Context: an optimization exercise on an open-source flow, tuned for small area, a short achievable clock period and few clock cycles per item. The choices shown serve that exercise and are no tape-out recipe. Only simulation tests tie the RTL to the original design; equivalence was not proved. The flow treats the clock pin as an ideal source. Dropping or thinning the clock tree relies on that and would not hold on a real chip. Power figures rest on the tool's default switching activity, not on a simulated workload.

==> flow/design.v <==
`timescale 1ns / 1ps
package acm_pkg;
    localparam int MAX_PATTERN = 64;
    localparam int ADDR_W      = $clog2(MAX_PATTERN);
    localparam int IDX_W       = $clog2(MAX_PATTERN + 1);
    localparam int POS_W       = 16;
    typedef enum logic {
        CMD_PATTERN = 1'b0,
        CMD_TEXT    = 1'b1
    } cmd_t;
endpackage
`timescale 1ns / 1ps
module acm_ram #(
    parameter int WIDTH = 8,
    parameter int DEPTH = 64
) (
    input  logic                     aclk,
    input  logic                     we,
    input  logic [$clog2(DEPTH)-1:0] waddr,
    input  logic [WIDTH-1:0]         wdata,
    input  logic [$clog2(DEPTH)-1:0] raddr,
    output logic [WIDTH-1:0]         rdata
);
    logic [WIDTH-1:0] mem [DEPTH];
    always_ff @(posedge aclk) begin
        if (we) begin
            mem[waddr] <= wdata;
        end
        rdata <= mem[raddr];
    end
endmodule
`timescale 1ns / 1ps
module apostolico_crochemore_matcher_core (
    input  logic             aclk,
    input  logic             aresetn,
    input  logic             s_valid,
    output logic             s_ready,
    input  logic             s_cmd,
    input  logic [7:0]       s_data,
    input  logic             s_last,
    output logic             m_valid,
    input  logic             m_ready,
    output logic             m_found,
    output logic [acm_pkg::POS_W-1:0] m_position
);
    localparam int N     = acm_pkg::MAX_PATTERN;    
    localparam int AW    = acm_pkg::ADDR_W;         
    localparam int IW    = acm_pkg::IDX_W;          
    localparam int POS_W = acm_pkg::POS_W;
    logic             sv, scmd, slast;      
    logic [7:0]       sdata;
    logic             iv, icmd, ilast;      
    logic [7:0]       idata;
    logic             acc, hold, rdy;
    assign acc = s_valid && rdy;
    always_ff @(posedge aclk) begin
        if (!hold) begin
            idata <= sv ? sdata : s_data;
            icmd  <= sv ? scmd  : s_cmd;
            ilast <= sv ? slast : s_last;
        end else if (!sv) begin
            sdata <= s_data;
            scmd  <= s_cmd;
            slast <= s_last;
        end
    end
    always_ff @(posedge aclk) begin
        if (!aresetn) begin
            iv  <= 1'b0;
            sv  <= 1'b0;
            rdy <= 1'b1;
        end else if (!hold) begin
            iv  <= sv || acc;
            sv  <= 1'b0;
            rdy <= 1'b1;
        end else begin
            sv  <= sv || acc;
            rdy <= !(sv || acc);
        end
    end
    logic             loading, have, restart;
    logic [IW-1:0]    kcnt;         
    logic [IW-1:0]    wc;           
    logic [POS_W-1:0] pc;           
    logic [AW-1:0]    h, hl;        
    logic             rv, ov, r_stall;
    logic [IW-1:0]    idx;
    logic             pat_go, txt_go, scan, wr, counted;
    logic [IW-1:0]    kcnt_new;
    assign r_stall = rv && ov && !m_ready;
    assign idx     = loading ? kcnt : '0;
    assign hold    = iv && (icmd ? r_stall : (loading && !kcnt[IW-1] && hl != '0));
    assign pat_go  = iv && !icmd && !hold;
    assign txt_go  = iv && icmd && !hold;
    assign scan    = txt_go && have;
    assign wr      = pat_go && !idx[IW-1];
    assign kcnt_new = idx[IW-1] ? idx : idx + IW'(1);
    assign counted  = (wc[IW-1:1] == '0);
    always_ff @(posedge aclk) begin
        if (!aresetn) begin
            loading <= 1'b0;
            have    <= 1'b0;
            kcnt    <= '0;
            h       <= '0;
            hl      <= '0;
        end else begin
            h  <= (wr && idx == '0) ? '0 : h + AW'(1);
            hl <= wr ? '0 : hl + AW'(1);
            if (pat_go) begin
                loading <= !ilast;
                kcnt    <= kcnt_new;
                have    <= ilast;
            end
        end
    end
    always_ff @(posedge aclk) begin
        if (pat_go && ilast) begin
            wc      <= kcnt_new;
            restart <= 1'b1;
        end else if (scan) begin
            if (counted) begin
                pc <= restart ? '0 : pc + POS_W'(1);
            end
            if (ilast) begin
                wc      <= kcnt;
                restart <= 1'b1;
            end else if (counted) begin
                restart <= 1'b0;
            end else begin
                wc <= wc - IW'(1);
            end
        end
    end
    logic [7:0] ring [N];
    always_ff @(posedge aclk) begin
        ring[0] <= wr ? idata : ring[N-1];
        for (int s = 1; s < N; s++) ring[s] <= ring[s-1];
    end
    logic [N-1:0] g, first, lastp;
    genvar gs;
    generate
        for (gs = 0; gs < N; gs++) begin : g_slot
            logic eq;
            assign eq        = (ring[gs] == idata);
            assign first[gs] = (h == AW'(gs));
            assign lastp[gs] = (hl == AW'((gs + 1) % N));
            always_ff @(posedge aclk) begin
                if (scan) begin
                    g[gs] <= (first[gs] || g[gs]) && eq;
                end else begin
                    g[gs] <= g[(gs + N - 1) % N];
                end
            end
        end
    endgenerate
    logic             rfirst, rf_hold, rfound, rcnt;
    logic             o_take;
    logic [POS_W:0]   od;
    assign rfound = rfirst ? (rcnt && |(g & lastp)) : rf_hold;
    assign o_take = !ov || m_ready;
    always_ff @(posedge aclk) begin
        if (!aresetn) begin
            rv <= 1'b0;
            ov <= 1'b0;
        end else begin
            if (txt_go) begin
                rv <= 1'b1;
            end else if (o_take) begin
                rv <= 1'b0;
            end
            if (o_take) begin
                ov <= rv;
            end
        end
    end
    always_ff @(posedge aclk) begin
        rfirst  <= txt_go;
        rf_hold <= rfound;
        if (txt_go) begin
            rcnt  <= have && counted;
        end
        if (o_take) begin
            od <= {rfound, rcnt ? pc : POS_W'(0)};
        end
    end
    assign s_ready    = rdy;
    assign m_valid    = ov;
    assign m_found    = od[POS_W];
    assign m_position = od[POS_W-1:0];
endmodule
==> flow/config.mk <==
export PLATFORM = sky130hd
export DESIGN_NAME = apostolico_crochemore_matcher_core
export DESIGN_NICKNAME = apostolico_crochemore_matcher_core
export VERILOG_FILES = /design/flow/design.v
export SDC_FILE = /design/flow/constraint.sdc
export NUM_CORES = 4
export LEC_CHECK = 0
export CAP_MARGIN = 20
export CORE_MARGIN = 2
export CORE_UTILIZATION = 70
export SLEW_MARGIN = 20
==> flow/constraint.sdc <==
create_clock -name core_clock -period 8.0 [get_ports {aclk}]
set_input_delay 1.6000 -clock core_clock [delete_from_list [all_inputs] [get_ports {aclk}]]
set_output_delay 1.6000 -clock core_clock [all_outputs]
set_load 0.01 [all_outputs]
standard.sh (not shown) runs the stock make flow with config.mk's settings and CLKGATE_MAP_FILE= SYNTH_SCRIPT=/design/flow/synth_recipe.tcl, a recipe that flattens the netlist after the stock synthesis.
==> flow/flow/run.sh <==
#!/bin/bash
set -euo pipefail
export FLOW_CLOCK_PORT=aclk
bash standard.sh SETUP_SLACK_MARGIN=5.5 \
  "CTS_ARGS=-sink_clustering_enable -repair_clock_nets -sink_clustering_size 30 -sink_clustering_max_diameter 80 -buf_list sky130_fd_sc_hd__clkbuf_16 -dont_use_dummy_load" \
  "PRE_CTS_TCL=$PWD/flow/cts_hook.tcl" \
  finish > flow_standard.log 2>&1
==> flow/flow/cts_hook.tcl <==
rename clock_tree_synthesis my_orig_clock_tree_synthesis
proc clock_tree_synthesis { args } {
  my_orig_clock_tree_synthesis {*}$args
  set block [ord::get_db_block]
  set port_net [$block findNet $::env(FLOW_CLOCK_PORT)]
  set root ""
  foreach it [$port_net getITerms] {
    if { [$it getIoType] eq "INPUT" } {
      if { $root ne "" } { puts "cts_hook: clock port has more than one load, left as is"; return }
      set root [$it getInst]
    }
  }
  if { $root eq "" } { puts "cts_hook: no root buffer found"; return }
  set root_net [[$root findITerm X] getNet]
  set loads {}
  foreach it [$root_net getITerms] {
    if { [$it getInst] != $root } { lappend loads $it }
  }
  if { [llength $loads] > 4 } { puts "cts_hook: root buffer has [llength $loads] loads, left as is"; return }
  foreach it $loads { $it disconnect; $it connect $port_net }
  [$root findITerm A] disconnect
  [$root findITerm X] disconnect
  puts "cts_hook: removed [$root getName]; clock port now drives [llength $loads] buffers"
  odb::dbInst_destroy $root
  odb::dbNet_destroy $root_net
}
The starting point ran to the end with no violations.
Testbench counts at the start, summed over its fixed seeds: cycles 28,267, text beats 26,169.
Change:
==> flow/flow/run.sh (replaced) <==
#!/bin/bash
set -euo pipefail
export FLOW_CLOCK_PORT=aclk
bash standard.sh SETUP_SLACK_MARGIN=5.4 \
  "CTS_ARGS=-sink_clustering_enable -repair_clock_nets -sink_clustering_size 20 -sink_clustering_max_diameter 60 -buf_list sky130_fd_sc_hd__clkbuf_8 -dont_use_dummy_load" \
  "PRE_CTS_TCL=$PWD/flow/cts_hook.tcl" \
  finish > flow_standard.log 2>&1
Outcome: Worst setup slack is better by 10 ps. Sequential cell count does not change. Total power decreases by 2.1%. Synthesized area does not change. Cell area falls by 0.69%. Clock skew grows by 20 ps. Clock power falls by about 8%.
Change:
==> flow/flow/run.sh (replaced) <==
#!/bin/bash
set -euo pipefail
export FLOW_CLOCK_PORT=aclk
bash standard.sh SETUP_SLACK_MARGIN=5.5 \
  "CTS_ARGS=-sink_clustering_enable -repair_clock_nets -sink_clustering_size 24 -sink_clustering_max_diameter 60 -buf_list sky130_fd_sc_hd__clkbuf_16 -dont_use_dummy_load" \
  "PRE_CTS_TCL=$PWD/flow/cts_hook.tcl" \
  finish > flow_standard.log 2>&1
Outcome: The new run ran to the end with no violations; register-to-register slack gets better by 80 ps; flip-flop and latch count is unchanged; wire length drops by 2.6%; total power climbs by 7.3%; worst setup slack gets better by 18 ps; utilization climbs by 2.9 points; design area climbs by 3.8%; worst hold slack gets better by 55 ps; clock-buffer cell count drops by 5; synthesized area is unchanged; clock skew drops by 36 ps.
Change:
==> flow/flow/run.sh (replaced) <==
#!/bin/bash
set -euo pipefail
bash standard.sh SETUP_SLACK_MARGIN=5.3 "CTS_ARGS=-sink_clustering_enable -repair_clock_nets -sink_clustering_size 30 -sink_clustering_max_diameter 80 -buf_list sky130_fd_sc_hd__clkbuf_16 -dont_use_dummy_load" finish > flow_standard.log 2>&1
removed: flow/flow/cts_hook.tcl
Outcome: The new run passed the timing, DRC and antenna checks; routed wire length is lower slightly; worst hold slack is worse by 15 ps; sequential share of layout area rose by 2.9 points; setup slack degrades by 160 ps; via count went down by a few percent; cell count fell slightly; clock skew rose by 7.1 ps; global-route usage stays flat; cell area goes down by a few percent; power went down by a few percent.

afterwards: timing with drivers on the ports:
No port has a modelled driver above. Below, the same layouts with a new extraction and two added sets of constraints.
Step 1 assumes that a clkbuf_16 drives the clock port and a buf_2 every other input.
Step 2 adds t to the input delays and takes it off the output delays; t is the mean of the earliest and latest rising clock arrival at the registers after step 1. Input paths then give back, and output paths get back, about the clock's delay inside the block.
Slacks: no drivers / after step 1 / after step 2; pairs: no drivers / after step 1.
| run | t, ns | setup WS [ns] | worst hold slack (ns) | worst register clock-pin slew, ns | pins driven straight from the clock port |
|---|---|---|---|---|---|
| the first run | 0.497 | 5.390 / 5.322 / 5.061 | 0.337 / 0.337 / 0.337 | 0.11 / 0.11 | 2 |
| the second run | 0.492 | 5.400 / 5.351 / 4.971 | 0.291 / 0.291 / 0.291 | 0.12 / 0.12 | 4 |
| the third run | 0.462 | 5.417 / 5.349 / 5.021 | 0.347 / 0.347 / 0.347 | 0.09 / 0.09 | 4 |
| the fourth run | 0.633 | 5.262 / 5.207 / 4.862 | 0.331 / 0.331 / 0.331 | 0.11 / 0.11 | 1 |
After both steps setup and hold are still met in every run listed. The setup slack of the second run, which loses most, moves by -0.049 ns with the drivers and by -0.429 ns with both steps.
